This is an optimization exercise on Yosys and OpenROAD, whose aim is small area and a short achievable clock period, not a production implementation.
The RTL was checked by simulation tests, not by an equivalence proof against the original design.
No activity file was given, so power comes from the tool's default toggle rates.

== run A ==
==> flow/design.v (excerpt) <==
module exp_bf16_top
(
    input  logic        clk,
    input  logic        rst,
    input  logic        valid_i,
    input  logic [15:0] data_i,
    output logic        valid_o,
    output logic [15:0] data_o
);
clock: 11.5 ns
lec_check: 0
abc_area: 1
cap_margin: 20
core_margin: 2
core_utilization: 60
cts_buf_list: sky130_fd_sc_hd__clkbuf_16
cts_cluster_diameter: 200
cts_cluster_size: 40
slew_margin: 20
standard.sh (not shown) runs the stock make flow with config.mk's settings and CLKGATE_MAP_FILE= SYNTH_SCRIPT=/design/flow/synth_recipe.tcl, a recipe that flattens the netlist after the stock synthesis.
==> flow/flow/run.sh <==
#!/bin/bash
# The standard layout, with repair_timing aiming for more setup slack than
# the design's period leaves, so that the achieved period gets shorter, and
# plain buffers (not delay cells) on the ports. The clock period and every
# constraint stay the design's.
set -euo pipefail
bash standard.sh SETUP_SLACK_MARGIN=8.2 "BUFFER_PORTS_ARGS=-buffer_cell sky130_fd_sc_hd__buf_1" finish > standard_flow.log 2>&1
Here is what was changed in the inputs of run B compared with run A.
# run A
export LEC_CHECK = 0
export ABC_AREA = 1
export CAP_MARGIN = 20
export CORE_MARGIN = 2
export CORE_UTILIZATION = 60
export CTS_BUF_LIST = sky130_fd_sc_hd__clkbuf_16
export CTS_CLUSTER_DIAMETER = 200
export CTS_CLUSTER_SIZE = 40
export SLEW_MARGIN = 20
create_clock -name core_clock -period 11.5 [get_ports {clk}]
# run B
export LEC_CHECK = 0
export ABC_AREA = 1
export CAP_MARGIN = 20
export CORE_MARGIN = 2
export CORE_UTILIZATION = 60
export CTS_BUF_LIST = sky130_fd_sc_hd__clkbuf_8
export CTS_CLUSTER_SIZE = 30
export SLEW_MARGIN = 20
create_clock -name core_clock -period 11.5 [get_ports {clk}]
==> flow/flow/run.sh <==
#!/bin/bash
set -euo pipefail
bash standard.sh SETUP_SLACK_MARGIN=8.2 "BUFFER_PORTS_ARGS=-buffer_cell sky130_fd_sc_hd__buf_1" "CTS_ARGS=-sink_clustering_enable -repair_clock_nets -sink_clustering_size 40 -sink_clustering_max_diameter 300 -sink_clustering_levels 1 -buf_list sky130_fd_sc_hd__clkbuf_8" finish > standard_flow.log 2>&1
==> run summary <==
- Global-route wire length before repair (run B over run A): decrease, 1.5%
- Compared with run A, run B shows a clock period minus worst slack that is 19 ps higher.
- The lower clock insertion delay at the later pin of the skew report came out of run A.
- [compare] base=run A new=run B: clock skew held steady, layout buffering overhead excluding clock cells held steady, design area shrank by about 2.2%, fraction of area in multi-input gates grew by 1.2 points.
- Final hold slack delta for run B relative to run A: 4.6 ps higher
- Run A -> run B: count of distinct cell types in the synthesized netlist delta 0, exact match
- On total power, run A loses to run B.
Modified inputs, run C compared to run B
# run B
export LEC_CHECK = 0
export ABC_AREA = 1
export CAP_MARGIN = 20
export CORE_MARGIN = 2
export CORE_UTILIZATION = 60
export CTS_BUF_LIST = sky130_fd_sc_hd__clkbuf_8
export CTS_CLUSTER_SIZE = 30
export SLEW_MARGIN = 20
create_clock -name core_clock -period 11.5 [get_ports {clk}]
# run C
export LEC_CHECK = 0
export ABC_AREA = 1
export CAP_MARGIN = 20
export CORE_MARGIN = 2
export CORE_UTILIZATION = 60
export SLEW_MARGIN = 20
create_clock -name core_clock -period 11.5 [get_ports {clk}]
==> flow/flow/run.sh <==
#!/bin/bash
# The standard layout, with repair_timing aiming for more setup slack than
# the design's period leaves, so that the achieved period gets shorter. The
# clock period and every constraint stay the design's.
set -euo pipefail
bash standard.sh SETUP_SLACK_MARGIN=8.2 finish > standard_flow.log 2>&1
Notes after the runs:
- In the tables for run B and run C, sequential share of layout area reads higher with run B.
- Delay of the slowest critical-path stage was lower in the run labelled run C.
- Looking at run B and run C, the number of top-level pins is a wash.
> inputs changed (run C -> run D)
# run C
export LEC_CHECK = 0
export ABC_AREA = 1
export CAP_MARGIN = 20
export CORE_MARGIN = 2
export CORE_UTILIZATION = 60
export SLEW_MARGIN = 20
create_clock -name core_clock -period 11.5 [get_ports {clk}]
# run D
export LEC_CHECK = 0
export ABC_AREA = 1
export CAP_MARGIN = 20
export CORE_MARGIN = 2
export CORE_UTILIZATION = 60
export CTS_BUF_LIST = sky130_fd_sc_hd__clkbuf_8
export CTS_CLUSTER_SIZE = 30
export SLEW_MARGIN = 20
create_clock -name core_clock -period 11.5 [get_ports {clk}]
[summary]
- Run D ends up with a worst hold slack that is 3.4 ps higher than in run C.
- Relative to run C, the wire length of the first global-routing pass of run D is lower by about 0.43%.
- Mux contribution to synthesized area came out exactly the same in run C and run D.
- Diff run C..run D | count of boundary I/O pins | negligible
- Total non-filler cell area in the finished layout in run D is about 2.7% below run C.
- When run D is measured against run C, its total power turns out about 9% lower.
- Setup slack was higher in the run labelled run D.

port drivers added, routing unchanged:
No port has a modelled driver above. Below, the same layouts with a new extraction and two added sets of constraints. Step 1, drivers: a clkbuf_16 drives clk and a buf_2 each remaining input, both assumed. Step 2 times the ports against the registers' clock, not the clock port: input delays grow and output delays shrink by t, the midpoint of the rising clock arrivals with the driver on. a / b / c = ideal / step 1 / step 2; a / b = the first two.
run | shift t [ns] | setup slack, ns | latest minus earliest clock arrival (ns) | worst register clock-pin slew, ns | pins driven straight from the clock port
run A | 0.457 | 8.332 / 8.289 / 8.345 | 0.020 / 0.021 | 0.06 / 0.06 | 1
run B | 0.471 | 8.313 / 8.272 / 8.363 | 0.017 / 0.017 | 0.08 / 0.08 | 1
run C | 0.458 | 8.224 / 8.178 / 8.271 | 0.011 / 0.012 | 0.06 / 0.06 | 1
run D | 0.479 | 8.235 / 8.194 / 8.388 | 0.015 / 0.015 | 0.08 / 0.08 | 1
After both steps setup and hold are still met in every run listed.
